This design comes from an exercise in tuning for small area and a short achievable clock period on the open sky130 flow, not from production work.
The RTL was checked by simulation tests, not by an equivalence proof against the original design.

--- flow/run.sh ---
#!/bin/bash
set -euo pipefail
cat >> config.mk <<'EOC'
export BUFFER_PORTS_ARGS = -buffer_cell sky130_fd_sc_hd__buf_1
export SETUP_SLACK_MARGIN = 94.75
EOC
bash standard.sh > standard.log 2>&1
--- standard.sh ---
#!/bin/bash
# synth_recipe.tcl (not shown) runs the flow's synth.tcl, then flattens the netlist and writes it again
# the make line also repeats each setting of config.mk as NAME=value (left out here)
make -C /OpenROAD-flow-scripts/flow DESIGN_CONFIG=/design/flow/config.mk WORK_HOME=/design/flow/orfs CLKGATE_MAP_FILE= SYNTH_SCRIPT=/design/flow/synth_recipe.tcl "${@:-finish}"
--- config.mk ---
export PLATFORM = sky130hd
export DESIGN_NAME = e_mdu
export DESIGN_NICKNAME = e_mdu
export VERILOG_FILES = /design/flow/design.v
export SDC_FILE = /design/flow/constraint.sdc
export NUM_CORES = 4
export LEC_CHECK = 0
export ABC_AREA = 1
export CAP_MARGIN = 20
export CORE_MARGIN = 2
export CORE_UTILIZATION = 40
export CTS_BUF_LIST = sky130_fd_sc_hd__clkbuf_8
export CTS_CLUSTER_DIAMETER = 40
export SLEW_MARGIN = 20
export BUFFER_PORTS_ARGS = -buffer_cell sky130_fd_sc_hd__buf_1
export SETUP_SLACK_MARGIN = 94.75
--- constraint.sdc ---
create_clock -name core_clock -period 120.0 [get_ports {clk}]
set_input_delay 24.0000 -clock core_clock [delete_from_list [all_inputs] [get_ports {clk}]]
set_output_delay 24.0000 -clock core_clock [all_outputs]
set_load 0.01 [all_outputs]
--- design.v ---
module e_mdu_add35 #(
  parameter logic [34:0] SEC = 35'h0_2081_1111
) (
  input  logic [34:0] a,
  input  logic [34:0] b,
  input  logic        ci,
  output logic [34:0] s
);
  logic [34:0] s0;      
  logic [35:0] c;       
  logic [34:0] p;       
  logic [34:0] pa;      
  logic [35:0] si;      
  genvar j;
  generate
    for (j = 0; j < 35; j++) begin : g_bit
      logic cin;
      if (j == 0) begin : g_b0
        assign cin   = ci;
        assign p[j]  = 1'b1;
        assign si[j] = 1'b0;
      end else if (SEC[j]) begin : g_first
        assign cin   = 1'b0;
        assign p[j]  = 1'b1;
        assign si[j] = c[j] | (si[j-1] & pa[j-1]);
      end else begin : g_mid
        assign cin   = c[j];
        assign p[j]  = p[j-1] & s0[j-1];
        assign si[j] = si[j-1];
      end
      assign s0[j]  = a[j] ^ b[j] ^ cin;
      assign c[j+1] = (a[j] & b[j]) | (a[j] & cin) | (b[j] & cin);
      if (j == 0 || SEC[j]) begin : g_pa0
        assign pa[j] = s0[j];
      end else begin : g_pan
        assign pa[j] = pa[j-1] & s0[j];
      end
      assign s[j]   = s0[j] ^ (si[j] & p[j]);
    end
  endgenerate
endmodule
module e_mdu #(
  parameter int MULT_CYCLES = 5,
  parameter int DIV_CYCLES  = 10
) (
  input  logic        clk,
  input  logic        reset,
  input  logic [3:0]  E_MDUOp,
  input  logic        E_Start,
  input  logic [31:0] E_A,
  input  logic [31:0] E_B,
  input  logic        E_Req,
  output logic        E_Busy,
  output logic [31:0] E_RDHI,
  output logic [31:0] E_RDLO
);
  logic        r_busy, r_busy_o, r_last;
  logic        r_div;             
  logic        r_sgn, r_sa;
  logic [3:0]  r_cnt;
  logic [31:0] r_hi, r_lo;
  logic [31:0] r_ma;     
  logic [34:0] r_mb;     
  logic [34:0] r_acc;    
  logic w_mul, w_div, w_sgn, w_start, w_ext;
  assign w_mul   = (E_MDUOp == 4'd1) | (E_MDUOp == 4'd2);
  assign w_div   = (E_MDUOp == 4'd3) | (E_MDUOp == 4'd4);
  assign w_sgn   = (E_MDUOp == 4'd1) | (E_MDUOp == 4'd3);
  assign w_start = ~r_busy & E_Start & (w_mul | w_div) & ~E_Req;
  assign w_ext   = (E_MDUOp == 4'd3) & E_A[31];
  logic [34:0] w_mext;
  logic        w_dsign;
  assign w_dsign = r_sgn & r_ma[31];
  assign w_mext  = {{3{w_dsign}}, r_ma};
  logic [34:0] w_x [4];
  logic [34:0] w_y [4];
  logic [34:0] w_s [4];
  logic [3:0]  w_one, w_two, w_neg;
  logic [3:0]  w_abit;
  assign w_abit = {r_mb[32], r_mb[33], r_mb[34], 1'b0};
  function automatic logic [2:0] booth(input logic b2, input logic b1, input logic b0);
    booth = {b1 ^ b0, (b2 & ~b1 & ~b0) | (~b2 & b1 & b0), b2};
  endfunction
  genvar r;
  generate
    for (r = 0; r < 4; r++) begin : g_row
      if (r == 0) begin : g_r0
        logic [2:0] d;
        assign d = booth(r_mb[1], r_mb[0], r_mb[32]);
        assign w_x[r]   = r_acc;
        assign w_one[r] = r_div ? ~r_last : (r_last ? (~r_sgn & r_mb[32]) : d[2]);
        assign w_two[r] = r_div ? r_last : (~r_last & d[1]);
        assign w_neg[r] = r_div ? ~(r_acc[34] ^ w_dsign) : (~r_last & d[0]);
      end else begin : g_rn
        logic [2:0] d;
        assign d = booth(r_mb[2*r+1], r_mb[2*r], r_mb[2*r-1]);
        assign w_x[r]   = r_div ? {w_s[r-1][33:0], w_abit[r]}
                                : {{2{w_s[r-1][34]}}, w_s[r-1][34:2]};
        assign w_one[r] = r_div | (~r_last & d[2]);
        assign w_two[r] = ~r_div & ~r_last & d[1];
        assign w_neg[r] = r_div ? ~(w_s[r-1][33] ^ w_dsign) : (~r_last & d[0]);
      end
      assign w_y[r] = ((w_mext & {35{w_one[r]}}) | ({w_mext[33:0], 1'b0} & {35{w_two[r]}}))
                    ^ {35{w_neg[r]}};
      e_mdu_add35 u_add (.a(w_x[r]), .b(w_y[r]), .ci(w_neg[r]), .s(w_s[r]));
    end
  endgenerate
  logic       w_lastn;
  assign w_lastn = r_busy & (r_cnt == 4'd2);
  logic w_rz, w_cz, w_usec, w_sub;
  assign w_rz   = (r_acc[34:1] == 34'd0);
  assign w_cz   = (w_s[0][34:1] == 34'd0);
  assign w_sub  = ~(r_acc[34] ^ w_dsign);
  assign w_usec = r_sa ? ((~r_acc[34] & ~w_rz) | w_cz) : r_acc[34];
  logic [30:0] w_qinc;
  logic [31:0] w_qc;
  assign w_qc[0] = w_usec & w_sub;
  genvar q;
  generate
    for (q = 0; q < 31; q++) begin : g_qinc
      assign w_qinc[q] = r_mb[q] ^ w_qc[q];
      assign w_qc[q+1] = r_mb[q] & w_qc[q];
    end
  endgenerate
  logic w_commit;
  assign w_commit = r_busy & r_last & ~(r_div & (r_ma == 32'd0));
  always_ff @(posedge clk) begin
    if (!reset) begin
      r_busy   <= 1'b0;
      r_busy_o <= 1'b0;
    end else if (!r_busy) begin
      r_busy   <= w_start;
      r_busy_o <= w_start;
    end else if (r_last) begin
      r_busy   <= 1'b0;
      r_busy_o <= 1'b0;
    end
  end
  always_ff @(posedge clk) begin
    r_last <= w_lastn;
  end
  always_ff @(posedge clk) begin
    if (!r_busy) begin
      r_cnt   <= w_div ? 4'(DIV_CYCLES) : 4'(MULT_CYCLES);
      r_div   <= w_div;
      r_sgn   <= w_sgn;
      r_sa    <= w_ext;
      r_ma    <= E_B;
      r_mb    <= {{3{w_ext}}, E_A};
      r_acc   <= {35{w_ext}};
    end else begin
      r_cnt <= r_cnt - 4'd1;
      if (r_div) begin
        r_acc <= {w_s[3][33:0], r_mb[31]};
        r_mb  <= {r_mb[30:0], w_neg[0], w_neg[1], w_neg[2], w_neg[3]};
      end else begin
        r_acc <= {{2{w_s[3][34]}}, w_s[3][34:2]};
        r_mb  <= {r_mb[34:33], r_mb[7], w_s[3][1:0], w_s[2][1:0], w_s[1][1:0],
                  w_s[0][1:0], r_mb[31:8]};
      end
    end
  end
  always_ff @(posedge clk) begin
    if (!reset) begin
      r_hi <= '0;
      r_lo <= '0;
    end else if (!r_busy) begin
      if (!E_Req && E_MDUOp == 4'd5) r_hi <= E_A;
      if (!E_Req && E_MDUOp == 4'd6) r_lo <= E_A;
    end else if (w_commit) begin
      if (r_div) begin
        r_hi <= w_usec ? w_s[0][32:1] : r_acc[32:1];
        r_lo <= {w_qinc, ~w_usec};
      end else begin
        r_hi <= w_s[0][31:0];
        r_lo <= r_mb[31:0];
      end
    end
  end
  assign E_Busy = r_busy_o;
  assign E_RDHI = r_hi;
  assign E_RDLO = r_lo;
endmodule
==> run summary, run 1 <==
post-synthesis compound-gate area fraction=18.62%; Post-synth ARST share=0%; required time worst endpoint=96.00 ns; hold_buf cts=0; Num CTS Buffers=17; die area=42460 um^2; critical path class=flop to output port; H-tree levels=4; Die Y=206.1 um; final std cells w/o fill=2729; area grow syn2layout=8.128%; vias in the first global route=15110; CP startpoint kind=flop; Synth Area in XOR/XNOR=8.849%; drt initial violations=1537; commonest non-fill, non-tap cell in the layout=nand2_1; Worst Setup End Kind=output port; Setup crit end=E_RDHI[31]; RSZ-0062 raised after global routing=false; share of layout cells above drive strength 1=6.919%; Post-Syn Area=16330 um^2; Buf/Inv on CP=1; number of synthesized register bits=176; reg2reg setup slack=97.33 ns; highest-count cells in the layout ignoring fill and taps=nand2_1 (458), inv_1 (216), o21ai_0 (177); clk buf depth=2; Final HPWL DP=42.05 mm; largest net degree at the start of global routing=73; register area share after synthesis=23.84%; worst path cell trace=buf_1; Remaining DRCs=0; Final ANT Viol Nets=0; drt via density=5.716; Post-Syn Instances=2118; clock sink total=176; CP arrival=1.13 ns; HP Class=flop to flop; Final Instance Area=17660 um^2; final setup violation count=0; CP max-delay cell=dfxtp_1; Root Buffer=clkbuf_8; WL final=55.73 mm; placed instance area=17230 um^2; mux cell area share after synthesis=0.3677%; DR pass1 iterations=5; Max-slew headroom=27.22%; Avg WL per Cell=20.42 um; core footprint=40550 um^2; placed cell count=2692; Least-Margin Pin Slew=1.075 ns; kind of cell adding the most delay to the critical path=flip-flops; Post-Synth Adder-Cell Area=19.37%; GP Congestion=0.9394; Setup Skew=0.01993 ns; area share of and/or/nand/nor cells after synthesis=20.67%; TritonCTS clock tree=yes; YS warnings=6; Clk pin slew, worst setup/hold paths=0.10 ns; Stages on worst setup path=1; library cells used by synthesis=52; Initial Util=40.27%; crit path max fanout=2; r2r worst-path depth=92; initial antenna violation count=0; setup TNS=0 ns; n_diodes=0; Avg Cell Area, Syn=7.711 um^2; Post-synth EDFFs=37; min Tclk post-route=25.13 ns; row count=74; Largest stage delay, worst path=0.42 ns; largest family of logic cells by synthesized area=simple AND/OR/NAND/NOR gates; fin nets=2444; f_max=39.79 MHz; GR Overflow Total=0; Die X-Extent=206.1 um; Final Util=43.55%; period utilization=20.94%; first-pass GRT wire length=85.65 mm; Buffers on Ports=136; max_cap viols=0; latest clock arrival within the worst-skew pair=0.53 ns; IO Count=137; Final Hold Fails=0; syn_nets=2378; R2R Path End=r_acc[34]; vias=15600; Max Transition Viols Final=0; CP Launch Point=r_hi[31]; Post-synth top flop=dfxtp_1; gr usage total=26.47%; outcome=no timing/DRC/antenna violations; reg2reg start=r_ma[31]
## sequential cells by signal, indices dropped and copies added (netlist names)
signal    count
r_cnt         4
r_last        1
r_mb         35
r_div         1
r_lo         32
r_busy        1
r_sa          1
r_ma         32
r_acc        35
r_sgn         1
r_hi         32
r_busy_o      1
## worst min path at each step
stage          endpoint  slack, ns  cells after the start  startpoint
2_1_floorplan    r_last       0.40                      1    r_cnt[3]
3_3_place_gp     r_last       0.41                      1    r_cnt[3]
3_5_place_dp     r_last       0.41                      1    r_cnt[3]
4_1_cts          r_last       0.43                      1    r_cnt[3]
5_1_grt          r_last       0.45                      1    r_cnt[3]
6_report         r_last       0.43                      1    r_cnt[3]
## logic make-up after synthesis
kind of cell    Yosys count
xor+xnor                165
mux                       6
simple gates            750
compound gates          492
flops                   176
fa+ha+maj               188
buf+inv                 341
## timing repair
item / CTS / global route
endpoints found under the setup margin: 27 / 50
gates cloned: 0 / 1
gates resized for setup: 1 / 3
setup buffers: 0 / 4
## metrics by stage
stage	worst slack, ns	hold WS (ns)
after CTS	94.73	0.4282
after global placement	94.13	0.4075
after global routing	94.79	0.4480
final	94.87	0.4267
after floorplan	94.78	0.3953
after detailed placement	94.07	0.4133
## cell usage after synthesis, drive strengths merged, types with 34 or more instances
master  instances  area (um^2)
xor2           92        805.8
nand2         497         1991
nor2           77        331.6
buf            34        201.4
edfxtp         37         1111
ha             80         1001
o21ai         182        922.1
o22ai         142        888.4
clkbuf         84        315.3
inv           219        822.0
xnor2          73        639.4
dfxtp         139         2783
fa            108         2162
nand3         100        578.1
a31oi          47        294.0
## metal layers
metal  wire length [um]  global-route usage [%]  share of wire [%]  vias to the layer above
li1                   -                       -                  -                     7386
met1              24120                   35.94                 43                     7442
met2              24730                   41.72                 44                      672
met3               4675                   4.368                8.4                      100
met4               2204                   10.97                4.0                        0
met5                  0                       0                  0                        -
## layout make-up
| type | count | area [um^2] |
|---|---|---|
| fillers | 4159 | 22890 |
| multi-input cells | 1601 | 11140 |
| flip-flops and latches | 176 | 3894 |
| inverters | 223 | 842.1 |
| repair buffers | 164 | 738.2 |
| well taps | 532 | 665.6 |
| clock buffers | 17 | 234.0 |
| clock inverters | 15 | 137.6 |
| repair inverters | 1 | 7.507 |
==> run 2, diff against run 1 <==
==> flow/run.sh (replaced) <==
#!/bin/bash
set -euo pipefail
cat >> config.mk <<'EOC'
export BUFFER_PORTS_ARGS = -buffer_cell sky130_fd_sc_hd__buf_1
export SETUP_SLACK_MARGIN = 94.75
export CTS_ARGS = -sink_clustering_enable -repair_clock_nets -sink_clustering_max_diameter 40 -buf_list sky130_fd_sc_hd__clkbuf_8 -dont_use_dummy_load
EOC
bash standard.sh > standard.log 2>&1
--- a/config.mk
+++ b/config.mk
@@ -15,2 +15,3 @@
 export BUFFER_PORTS_ARGS = -buffer_cell sky130_fd_sc_hd__buf_1
 export SETUP_SLACK_MARGIN = 94.75
+export CTS_ARGS = -sink_clustering_enable -repair_clock_nets -sink_clustering_max_diameter 40 -buf_list sky130_fd_sc_hd__clkbuf_8 -dont_use_dummy_load
==> run 2 against run 1 <==
Compared with the run above: non-clock buffer count up 1; final cell count shrank 0.51%; global-route usage fell by 0.078 points; worst setup slack gained 0.034 ns; routed wire length is 0.59% lower; first-iteration DRC count is 2.9% lower; critical endpoint is now E_RDHI[0]; via count is 0.65% lower; sequential share of layout area rose by 0.16 points; critical path depth stayed put; clock skew increased by 0.0087 ns; core utilization decreased by 0.32 points; cell area is 0.74% lower.
==> run summary, run 2 <==
outcome=no timing/DRC/antenna violations; Root Buffer=clkbuf_8; share of layout cells above drive strength 1=6.459% (-0.46 points); required time worst endpoint=96.00 ns (about the same); Post-synth top flop=dfxtp_1; Largest stage delay, worst path=0.42 ns (about the same); Max Transition Viols Final=0 (unchanged); HP Class=flop to flop; vias in the first global route=15050 (-0.38%); Die X-Extent=206.1 um (unchanged); IO Count=137 (unchanged); Post-synth ARST share=0% (unchanged); top post-synthesis cells by area=dfxtp_1 (17%), fa_1 (13%), nand2_1 (11%); Avg WL per Cell=20.41 um (about the same); RSZ-0062 raised after global routing=false; library cells used by synthesis=52 (unchanged); gr usage total=26.39% (-0.078 points); n_diodes=0 (unchanged); Buffers on Ports=136 (unchanged); period utilization=20.92% (-0.029 points); CP max-delay cell=dfxtp_1; Die Y=206.1 um (unchanged); CP startpoint kind=flop; H-tree levels=4 (unchanged); area leader, netlist=dfxtp_1; GP Congestion=0.9394 (unchanged); GR Overflow Total=0 (unchanged); Final HPWL DP=42.05 mm (unchanged); Final ANT Viol Nets=0 (unchanged); DR pass1 iterations=6 (+1); first-pass GRT wire length=85.39 mm (-0.31%); Avg Cell Area, Syn=7.711 um^2 (unchanged); TritonCTS clock tree=yes; min Tclk post-route=25.10 ns (-0.03450 ns); Buf/Inv on CP=1 (unchanged); CP arrival=1.10 ns (-0.03 ns); area grow syn2layout=7.332%; worst path cell trace=buf_1; crit path max fanout=2 (unchanged); clock sink total=176 (unchanged); Worst Setup End Kind=output port; Clk pin slew, worst setup/hold paths=0.10 ns (about the same); vias=15500 (-0.65%); initial antenna violation count=0 (unchanged); max_cap viols=0 (unchanged); reg2reg start=r_ma[31]; f_max=39.84 MHz (+0.14%); Least-Margin Pin Slew=1.093 ns (+0.01857 ns); Final Util=43.22% (-0.32 points); setup TNS=0 ns (unchanged); drt via density=5.709 (-0.14%); Initial Util=40.27% (unchanged); core footprint=40550 um^2 (unchanged); die area=42460 um^2 (unchanged); drt initial violations=1492 (-2.9%); highest-count cells in the layout ignoring fill and taps=nand2_1 (458), inv_1 (216), o21ai_0 (177); row count=74 (unchanged); register area share after synthesis=23.84% (unchanged); Commonest cells post-synth=nand2_1 (459), inv_1 (218), o21ai_0 (177), o22ai_1 (142), dfxtp_1 (139); fin nets=2445 (+0.041%); latest clock arrival within the worst-skew pair=0.51 ns (-0.02 ns); clk buf depth=2 (unchanged); WL final=55.40 mm (-0.59%); critical path class=flop to output port; number of synthesized register bits=176 (unchanged); Final Hold Fails=0 (unchanged); Yosys top cell area share=17.04% (unchanged); Post-synth EDFFs=37 (unchanged); Setup Skew=0.02859 ns (+0.008656 ns); kind of cell adding the most delay to the critical path=flip-flops; CP Launch Point=r_hi[0]; largest net degree at the start of global routing=73 (unchanged); Post-Syn Instances=2118 (unchanged); Post-Syn Area=16330 um^2 (unchanged); commonest non-fill, non-tap cell in the layout=nand2_1; Max-slew headroom=25.97% (-1.3 points); Top Registers=r_acc: 35 flops, r_mb: 35 flops; Remaining DRCs=0 (unchanged); dominant cell by count in the synthesized netlist=nand2_1; hold_buf cts=0 (unchanged); Min-Delay Startpoint=r_cnt[3]; YS warnings=6 (unchanged); Num CTS Buffers=17 (unchanged); syn_nets=2378 (unchanged); final setup violation count=0 (unchanged)
run 2: final cells by class:
| class | instances | area, um^2 |
|---|---|---|
| clock buffer | 17 | 234.0 |
| fill | 4162 | 23020 |
| inverter | 223 | 842.1 |
| multi-input combinational | 1601 | 11140 |
| sequential | 176 | 3894 |
| tap | 532 | 665.6 |
| timing repair buffer | 165 | 745.7 |
| timing repair inverter | 1 | 7.507 |
run 2: worst register-to-register path, delay by kind of cell (launching register included):
kind                     cells  cell delay (ns)
adder cells (fa/ha/maj)     28            11.48
AND/OR/NAND/NOR             46             6.95
buffers and inverters       11             2.05
XOR/XNOR                     5             1.26
flip-flops                   1             0.52
AO/OA/AOI/OAI                2             0.35
run 2: final timing paths:
kind / depth (start not counted) / slack, ns / to
worst max-delay path: 1 / 94.90 / E_RDHI[0]
worst min-delay path: 1 / 0.43 / r_last
worst max register to register: 92 / 97.34 / r_acc[34]
worst min register to register: 1 / 0.43 / r_last
run 2: per-stage QoR:
stage                     cell area, um^2  hold slack, ns  setup slack, ns  std cells
final                               17530          0.4277            94.90       2715
after global routing                17530          0.4480            94.80       2715
after CTS                           17470          0.4282            94.71       2709
after detailed placement            17230          0.4133            94.07       2692
after global placement              17230          0.4075            94.13       2692
after floorplan                     16350          0.3953            94.78       2118
run 2: what timing repair did:
item,CTS,global route
resized for setup,1,3
hold endpoints to repair,0,0
cloned,0,1
pin swaps,0,0
endpoints found under the setup margin,28,50
setup buffers,0,5
run 2: cell families after synthesis:
family / count (synthesis) / synth area share (%)
buf+inv: 341 / 8.289
compound gates: 492 / 18.62
xor+xnor: 165 / 8.849
fa+ha+maj: 188 / 19.37
simple gates: 750 / 20.67
flops: 176 / 23.84
mux: 6 / 0.3677
run 2: routing by layer:
metal	track usage [%]	vias to the layer above	part of all wire [%]	wire length, um
met5	0	-	0	0
met4	10.89	0	4.0	2234
met3	4.368	108	8.1	4493
met2	41.54	636	44	24630
met1	35.89	7403	43	24050
li1	-	7352	-	-
==> run 3, diff against run 2 <==
--- a/design.v
+++ b/design.v
@@ -1,4 +1,4 @@
 module e_mdu_add35 #(
-  parameter logic [34:0] SEC = 35'h0_2081_1111
+  parameter logic [34:0] SEC = 35'h41042221
 ) (
   input  logic [34:0] a,
==> run 3 against run 2 <==
Compared with the run above: worst setup slack worse by 0.0051 ns; sequential share of layout area is 0.26 points higher; core utilization is 0.29 points higher; hold slack worse by 0.0042 ns; clock-buffer cell count stayed put; maximum frequency hardly changed; synthesized cell count is 1.2% lower; largest cell class unchanged.
==> run summary, run 3 <==
outcome=no timing/DRC/antenna violations; IO Count=137 (unchanged); die area=42010 um^2 (-1.1%); GR Overflow Total=0 (unchanged); number of synthesized register bits=176 (unchanged); Buf/Inv on CP=1 (unchanged); gr usage total=25.91% (-0.48 points); Yosys top cell area share=17.23% (+0.19 points); Initial Util=40.56% (+0.29 points); TritonCTS clock tree=yes; DR pass1 iterations=6 (unchanged); post-CTS setup buffers=0 (unchanged); vias in the first global route=14870 (-1.2%); GP Congestion=0.9391 (about the same); drt initial violations=1679 (+13%); Avg WL per Cell=20.16 um (-1.2%); H-tree levels=4 (unchanged); critical path class=flop to output port; required time worst endpoint=96.00 ns (about the same); initial antenna violation count=0 (unchanged); first-pass GRT wire length=84.34 mm (-1.2%); highest-count cells in the layout ignoring fill and taps=nand2_1 (406), inv_1 (211), o21ai_0 (202); largest net degree at the start of global routing=161 (+120%); kind of cell adding the most delay to the critical path=flip-flops; Post-synth ARST share=0% (unchanged); Final ANT Viol Nets=0 (unchanged); Buffers on Ports=136 (unchanged); period utilization=20.92% (about the same); min Tclk post-route=25.10 ns (+0.005100 ns); dominant cell by count in the synthesized netlist=nand2_1; Final Util=43.51% (+0.29 points); f_max=39.83 MHz (about the same); Max Transition Viols Final=0 (unchanged); register area share after synthesis=24.10% (+0.26 points); Root Buffer=clkbuf_8; area grow syn2layout=7.265% (about the same); Post-Syn Instances=2092 (-1.2%); Clk pin slew, worst setup/hold paths=0.10 ns (about the same); latest clock arrival within the worst-skew pair=0.53 ns (+0.02 ns); HP Class=flop to flop; Worst Setup End Kind=output port; commonest non-fill, non-tap cell in the layout=nand2_1; post_cts resized=0 (-1); Top Registers=r_acc: 35 flops, r_mb: 35 flops; CP startpoint kind=flop; library cells used by synthesis=54 (+3.8%); CP max-delay cell=dfxtp_1; Avg Cell Area, Syn=7.722 um^2 (+0.14%); Largest stage delay, worst path=0.41 ns (about the same); fin nets=2413 (-1.3%); vias=15360 (-0.88%); n_diodes=0 (unchanged); Final Hold Fails=0 (unchanged); Num CTS Buffers=17 (unchanged); YS warnings=6 (unchanged); CP arrival=1.10 ns (about the same); WL final=53.95 mm (-2.6%); max_cap viols=0 (unchanged); clk buf depth=2 (unchanged); drt via density=5.741 (+0.57%); Die X-Extent=205.0 um (-0.54%); Post-Syn Area=16150 um^2 (-1.1%); clock sink total=176 (unchanged); core footprint=39820 um^2 (-1.8%); syn_nets=2352 (-1.1%); hold_buf cts=0 (unchanged); crit path max fanout=2 (unchanged); worst path cell trace=buf_1; share of layout cells above drive strength 1=5.765% (-0.69 points); Remaining DRCs=0 (unchanged); setup TNS=0 ns (unchanged); Commonest cells post-synth=nand2_1 (408), inv_1 (212), o21ai_0 (203), dfxtp_1 (139), o22ai_1 (127); row count=73 (-1.4%); RSZ-0062 raised after global routing=false; top post-synthesis cells by area=dfxtp_1 (17%), fa_1 (13%), nand2_1 (9.5%); Least-Margin Pin Slew=1.050 ns (-0.04345 ns); Post-synth top flop=dfxtp_1; Max-slew headroom=30.01% (+4.0 points); Final HPWL DP=40.79 mm (-3.0%); final setup violation count=0 (unchanged); Die Y=205.0 um (-0.54%); area leader, netlist=dfxtp_1; Setup Skew=0.04496 ns (+0.01637 ns); Post-synth EDFFs=37 (unchanged)
==> run 3: final timing paths <==
| check | from | slack [ns] | depth (start not counted) | to |
|---|---|---|---|---|
| min | r_cnt[3] | 0.42 | 1 | r_last |
| max reg2reg | r_div | 98.65 | 116 | r_acc[32] |
| max | r_hi[27] | 94.90 | 1 | E_RDHI[27] |
| min reg2reg | r_cnt[3] | 0.42 | 1 | r_last |
==> run 3: cell type report <==
type                       instances  area (um^2)
inverter                         219        822.0
timing repair buffer             161        711.9
clock buffer                      17        234.0
fill                            4117        22500
multi-input combinational       1578        11010
tap                              525        656.9
sequential                       176         3894
==> run 3: metrics by stage <==
| step | setup WS (ns) | cells | hold slack [ns] | area [um^2] |
|---|---|---|---|---|
| 2_1_floorplan | 94.84 | 2092 | 0.3953 | 16150 |
| 3_3_place_gp | 94.37 | 2659 | 0.4113 | 17090 |
| 3_5_place_dp | 94.22 | 2659 | 0.4109 | 17090 |
| 4_1_cts | 94.76 | 2676 | 0.4259 | 17320 |
| 5_1_grt | 94.76 | 2676 | 0.4331 | 17330 |
| 6_report | 94.90 | 2676 | 0.4235 | 17330 |
==> run 3: cell families (layout without fill, tap and decap cells) <==
family | after synthesis | after routing | share of synthesized area [%]
adders and majority gates | 188 | 188 | 19.58
muxes | 4 | 4 | 0.2479
buffers and inverters | 338 | 397 | 8.001
and+or+nand+nor | 692 | 692 | 19.11
xor gates and xnor gates | 169 | 169 | 9.209
DFF | 176 | 176 | 24.10
AOI/OAI and AO/OA | 525 | 525 | 19.75
==> run 3: per-layer routing <==
| layer | part of all wire (%) | GRT usage [%] |
|---|---|---|
| met1 | 45 | 36.37 |
| met2 | 45 | 41.52 |
| met3 | 7.3 | 3.452 |
| met4 | 2.3 | 7.554 |
| met5 | 0 | 0 |
==> run 4, diff against run 3 <==
--- a/config.mk
+++ b/config.mk
@@ -12,4 +12,6 @@
 export CTS_BUF_LIST = sky130_fd_sc_hd__clkbuf_8
 export CTS_CLUSTER_DIAMETER = 40
+export GPL_ROUTABILITY_DRIVEN = 0
+export GPL_TIMING_DRIVEN = 0
 export SLEW_MARGIN = 20
 export BUFFER_PORTS_ARGS = -buffer_cell sky130_fd_sc_hd__buf_1
==> run 4 against run 3 <==
Compared with the run above: sequential share of layout area is 0.34 points lower; global-route usage is 4.6 points higher; synthesized cell count stayed put; register-to-register slack better by 0.29 ns; hold slack better by 0.0087 ns; critical endpoint is now E_RDHI[6].
==> run summary, run 4 <==
Avg Cell Area, Syn=7.722 um^2 (unchanged); library cells used by synthesis=54 (unchanged); Final Instance Area=17590 um^2 (+1.5%); register area share after synthesis=24.10% (unchanged); TritonCTS clock tree=yes; setup TNS=0 ns (unchanged); final setup violation count=0 (unchanged); placed instance area=17350 um^2 (+1.5%); Commonest cells post-synth=nand2_1 (408), inv_1 (212), o21ai_0 (203), dfxtp_1 (139), o22ai_1 (127); Post-synth ARST share=0% (unchanged); outcome=no timing/DRC/antenna violations; top post-synthesis cells by area=dfxtp_1 (17%), fa_1 (13%), nand2_1 (9.5%); required time worst endpoint=96.00 ns (about the same); Initial Util=40.56% (unchanged); reg2reg setup slack=98.94 ns (+0.29 ns); n_diodes=0 (unchanged); GR Overflow Total=0 (unchanged); Die X-Extent=205.0 um (unchanged); YS warnings=6 (unchanged); critical path class=flop to output port; IO Count=137 (unchanged); Post-Syn Area=16150 um^2 (unchanged); DR pass1 iterations=6 (unchanged); kind of cell adding the most delay to the critical path=flip-flops; worst path cell trace=buf_1; Max Transition Viols Final=0 (unchanged); CP max-delay cell=dfxtp_1; R2R Path End=r_acc[32]; vias=16370 (+6.6%); fill cell count=4190 (+1.8%); Num CTS Buffers=17 (unchanged); Clk pin slew, worst setup/hold paths=0.12 ns (+0.02 ns); largest net degree at the start of global routing=33 (-80%); HP Class=flop to flop; gr usage total=30.52% (+4.6 points); drt via density=5.910 (+2.9%); core footprint=39820 um^2 (unchanged); clk buf depth=2 (unchanged); initial antenna violation count=0 (unchanged); Final ANT Viol Nets=0 (unchanged); period utilization=20.92% (about the same); r2r worst-path depth=117 (+0.86%); Worst Setup End Kind=output port; Yosys top cell area share=17.23% (unchanged); dominant cell by count in the synthesized netlist=nand2_1; Avg WL per Cell=22.95 um (+14%); latest clock arrival within the worst-skew pair=0.55 ns (+0.02 ns); crit path max fanout=2 (unchanged); Buffers on Ports=135 (-0.74%); Max-slew headroom=18.02% (-12 points); Top Registers=r_acc: 35 flops, r_mb: 35 flops; CP startpoint kind=flop; share of layout cells above drive strength 1=4.811% (-0.95 points); Root Buffer=clkbuf_8; Final Hold Fails=0 (unchanged); Least-Margin Pin Slew=1.230 ns (+0.1799 ns); RSZ-0062 raised after global routing=false; Stages on worst setup path=1 (unchanged); Die Y=205.0 um (unchanged); vias in the first global route=15820 (+6.3%); fin nets=2507 (+3.9%); number of synthesized register bits=176 (unchanged); Setup Skew=0.04580 ns (+0.0008352 ns); max_cap viols=0 (unchanged); clock sink total=176 (unchanged); Post-synth EDFFs=37 (unchanged); WL final=63.56 mm (+18%); Setup crit end=E_RDHI[6]; area grow syn2layout=8.907%; CP arrival=1.11 ns (about the same); highest-count cells in the layout ignoring fill and taps=nand2_1 (408), inv_1 (212), o21ai_0 (202); Final HPWL DP=51.83 mm (+27%); Post-Syn Instances=2092 (unchanged); Hold Worst Slack=0.4322 ns (+0.008667 ns); Largest stage delay, worst path=0.39 ns (-0.02 ns); die area=42010 um^2 (unchanged); post-CTS setup buffers=0 (unchanged); min Tclk post-route=25.11 ns (+0.002000 ns); reg2reg start=r_div; Post-synth top flop=dfxtp_1; f_max=39.83 MHz (about the same); drt initial violations=2009 (+20%); syn_nets=2352 (unchanged); area leader, netlist=dfxtp_1; commonest non-fill, non-tap cell in the layout=nand2_1; row count=73 (unchanged); Buf/Inv on CP=1 (unchanged); CP Launch Point=r_hi[6]; Remaining DRCs=0 (unchanged); first-pass GRT wire length=95.00 mm (+13%); H-tree levels=4 (unchanged)
run 4: cell count changes in the layout (fill, tap and decap cells not counted), sizes merged:
cell,before,now
clkinv,1,2
inv,218,217
buf,161,170
clkbuf,17,102
run 4: layout make-up:
type,instances,area (um^2),share of cell area [%]
plain buffers,119,474.2,2.695
clock buffers,17,234.0,1.330
inverters,219,822.0,4.673
multi-input cells,1578,10990,62.44
flip-flops and latches,176,3894,22.13
well taps,525,656.9,3.734
repair buffers,136,526.8,2.994
run 4: layer usage:
layer	vias to the layer above	track usage, %	part of all wire (%)
li1	7478	-	-
met4	0	16.73	6.0
met2	984	47.26	43
met5	-	0	0
met3	198	4.757	9.7
met1	7710	40.73	41
run 4: how the worst min path moves through the flow:
| stage | endpoint | cells after the start | from |
|---|---|---|---|
| after global placement | r_last | 1 | r_cnt[3] |
| after floorplan | r_last | 1 | r_cnt[3] |
| after global routing | r_last | 1 | r_cnt[3] |
| after detailed placement | r_last | 1 | r_cnt[3] |
| final | r_last | 1 | r_cnt[3] |
| after CTS | r_last | 1 | r_cnt[3] |
run 4: stage by stage:
stage	worst slack, ns	util [%]	cells
final	94.89	44.18	2770
after global routing	94.75	44.18	2770
after CTS	94.86	44.15	2770
after detailed placement	94.03	43.56	2753
after global placement	94.09	43.49	2752
after floorplan	94.84	-	2092
run 4: logic make-up after synthesis:
kind of cell / Yosys count / synth area share (%)
XOR/XNOR: 169 / 9.209
AO/OA/AOI/OAI: 525 / 19.75
buffers and inverters: 338 / 8.001
AND/OR/NAND/NOR: 692 / 19.11
flip-flops: 176 / 24.10
multiplexers: 4 / 0.2479
adder cells (fa/ha/maj): 188 / 19.58
run 4: what timing repair did:
action | CTS | global route
pin swaps | 0 | 0
setup endpoints to repair | 32 | 24
hold buffers | 0 | 0
gates resized for setup | 1 | 5
==> run 5, diff against run 4 <==
--- a/config.mk
+++ b/config.mk
@@ -9,9 +9,7 @@
 export CAP_MARGIN = 20
 export CORE_MARGIN = 2
-export CORE_UTILIZATION = 40
+export CORE_UTILIZATION = 50
 export CTS_BUF_LIST = sky130_fd_sc_hd__clkbuf_8
 export CTS_CLUSTER_DIAMETER = 40
-export GPL_ROUTABILITY_DRIVEN = 0
-export GPL_TIMING_DRIVEN = 0
 export SLEW_MARGIN = 20
 export BUFFER_PORTS_ARGS = -buffer_cell sky130_fd_sc_hd__buf_1
==> run 5 against run 4 <==
Compared with the run above: still clean on timing, DRC and antenna; hold slack about the same; worst setup slack got worse by 0.012 ns; clock skew decreased by 0.0071 ns; global-route usage increased by 1.5 points; flip-flop and latch count unchanged; critical path type unchanged; critical endpoint is now E_RDHI[27].
==> run summary, run 5 <==
kind of cell adding the most delay to the critical path=flip-flops; area grow syn2layout=6.382%; setup TNS=0 ns (unchanged); Max-slew headroom=30.42% (+12 points); required time worst endpoint=96.00 ns (about the same); Least-Margin Pin Slew=1.044 ns (-0.1860 ns); Largest stage delay, worst path=0.43 ns (+0.04 ns); RSZ-0062 raised after global routing=false; crit path max fanout=2 (unchanged); Final Hold Fails=0 (unchanged); TritonCTS clock tree=yes; CP max-delay cell=dfxtp_1; WL final=53.15 mm (-16%); Post-synth top flop=dfxtp_1; Commonest cells post-synth=nand2_1 (408), inv_1 (212), o21ai_0 (203), dfxtp_1 (139), o22ai_1 (127); dpl ws=94.26 ns (+0.2302 ns); Buffers on Ports=136 (+0.74%); Global Route met2 Usage=51.09% (+3.8 points); Post-synth ARST share=0% (unchanged); die area=33760 um^2 (-20%); clock sink total=176 (unchanged); clk buf depth=2 (unchanged); Root Buffer=clkbuf_8; GP Congestion=0.9152; Num CTS Buffers=17 (unchanged); Worst Setup End Kind=output port; final setup violation count=0 (unchanged); Die X-Extent=183.7 um (-10%); critical path class=flop to output port; layer with the highest usage=met2; top post-synthesis cells by area=dfxtp_1 (17%), fa_1 (13%), nand2_1 (9.5%); Top Registers=r_acc: 35 flops, r_mb: 35 flops; met3 Track Usage GR=4.715% (-0.042 points); fin nets=2414 (-3.7%); register area share after synthesis=24.10% (unchanged); share of layout cells above drive strength 1=5.809% (+1.0 points); period utilization=20.93% (about the same); Yosys top cell area share=17.23% (unchanged); Avg Cell Area, Syn=7.722 um^2 (unchanged); dominant cell by count in the synthesized netlist=nand2_1; Setup Skew=0.03873 ns (-0.007061 ns); drt initial violations=1089 (-46%); area leader, netlist=dfxtp_1; min Tclk post-route=25.12 ns (+0.01230 ns); Final HPWL DP=40.33 mm (-22%); outcome=no timing/DRC/antenna violations; CP arrival=1.12 ns (about the same); CP startpoint kind=flop; Remaining DRCs=0 (unchanged); number of synthesized register bits=176 (unchanged); syn_nets=2352 (unchanged); initial antenna violation count=0 (unchanged); YS warnings=6 (unchanged); Final WS setup=94.88 ns (-0.01230 ns); library cells used by synthesis=54 (unchanged); Clk pin slew, worst setup/hold paths=0.10 ns (-0.02 ns); latest clock arrival within the worst-skew pair=0.51 ns (-0.04 ns); Post-Syn Area=16150 um^2 (unchanged); Hold Worst Slack=0.4326 ns (+0.0004200 ns); Initial Util=50.93% (+10 points); DR pass1 iterations=5 (-1); HP Class=flop to flop; largest net degree at the start of global routing=155 (+370%); Die Y=183.7 um (-10%); Max Transition Viols Final=0 (unchanged); drt via density=5.978 (+1.1%); row count=65 (-11%); Post-Syn Instances=2092 (unchanged); core footprint=31720 um^2 (-20%); first-pass GRT wire length=82.03 mm (-14%); vias in the first global route=14490 (-8.4%); vias=15270 (-6.7%); Post-synth EDFFs=37 (unchanged); highest-count cells in the layout ignoring fill and taps=nand2_1 (406), inv_1 (211), o21ai_0 (202); Buf/Inv on CP=1 (unchanged); GR Overflow Total=0 (unchanged); gr usage total=32.05% (+1.5 points); Final ANT Viol Nets=0 (unchanged); max_cap viols=0 (unchanged); fill cell count=3124 (-25%); commonest non-fill, non-tap cell in the layout=nand2_1; n_diodes=0 (unchanged); f_max=39.81 MHz (about the same); met1 Use GR=43.77% (+3.0 points); worst path cell trace=buf_1; Avg WL per Cell=20.81 um (-9.3%); IO Count=137 (unchanged); H-tree levels=4 (unchanged)
run 5: changes by cell type in the layout (fill, tap and decap cells not counted), sizes merged:
cell    previous run  this run
buf              170       162
inv              217       218
clkinv             2         1
clkbuf           102        17
run 5: cell type report:
| type | instances | area [um^2] | share of cell area, % |
|---|---|---|---|
| Multi-Input combinational cell | 1578 | 11010 | 64.06 |
| Tap cell | 402 | 503.0 | 2.927 |
| Clock buffer | 17 | 234.0 | 1.361 |
| Inverter | 219 | 822.0 | 4.783 |
| Timing Repair Buffer | 162 | 723.2 | 4.208 |
| Sequential cell | 176 | 3894 | 22.66 |
run 5: what timing repair did:
action                     in CTS  in global routing
hold buffers                    0                  0
buffers inserted                0                  0
setup endpoints to repair       0                  7
gates resized for setup         0                  1
run 5: cells by family after synthesis:
family	count (synthesis)	synth area share [%]
AND/OR/NAND/NOR	692	19.11
AO/OA/AOI/OAI	525	19.75
buffers and inverters	338	8.001
adder cells (fa/ha/maj)	188	19.58
flip-flops	176	24.10
XOR/XNOR	169	9.209
multiplexers	4	0.2479
run 5: layer usage:
metal	share of wire [%]	routed length, um
met5	0	0
met3	7.4	3955
met1	44	23430
met4	3.6	1909
met2	45	23860
run 5: worst paths after layout:
path / start / end / slack [ns] / cells past startpoint
setup / recovery: r_hi[27] / E_RDHI[27] / 94.88 / 1
hold / removal: r_cnt[3] / r_last / 0.43 / 1
setup reg to reg: r_ma[31] / r_acc[34] / 99.14 / 113
hold reg to reg: r_cnt[3] / r_last / 0.43 / 1
run 5: stage by stage:
step	util, %	cell area (um^2)	std cells
after detailed placement	53.42	16940	2537
after floorplan	-	16150	2092
after global placement	53.42	16940	2537
final	54.18	17190	2554
after global routing	54.18	17190	2554
after CTS	54.15	17180	2554

-- what the ideal ports hide --
The results above use ideal ports. As a check the final layouts listed here were re-extracted and re-timed, cells and wires unchanged.
Step 1 assumes that a clkbuf_16 drives the clock port and a buf_2 every other input.
Step 2 adds t to the input delays and takes it off the output delays; t is the mean of the earliest and latest rising clock arrival at the registers after step 1. Input paths then give back, and output paths get back, about the clock's delay inside the block.
a / b / c = ideal ports / drivers / drivers and shift; a / b = the first two.
| run | shift t [ns] | setup slack, ns | worst setup path at the end | slew at the worst register clock pin (ns) | pins driven straight from the clock port |
|---|---|---|---|---|---|
| run 1 | 0.565 | 94.866 / 94.820 / 94.379 | input to register | 0.11 / 0.11 | 1 |
| run 2 | 0.544 | 94.901 / 94.854 / 94.398 | input to register | 0.10 / 0.10 | 1 |
| run 3 | 0.558 | 94.896 / 94.842 / 94.413 | input to register | 0.11 / 0.11 | 1 |
| run 4 | 0.585 | 94.894 / 94.838 / 94.382 | input to register | 0.12 / 0.12 | 1 |
| run 5 | 0.536 | 94.882 / 94.832 / 94.486 | input to register | 0.10 / 0.10 | 1 |
After both steps setup and hold are still met in every run listed. The setup slack of run 4, which loses most, moves by -0.056 ns with the drivers and by -0.512 ns with both steps.
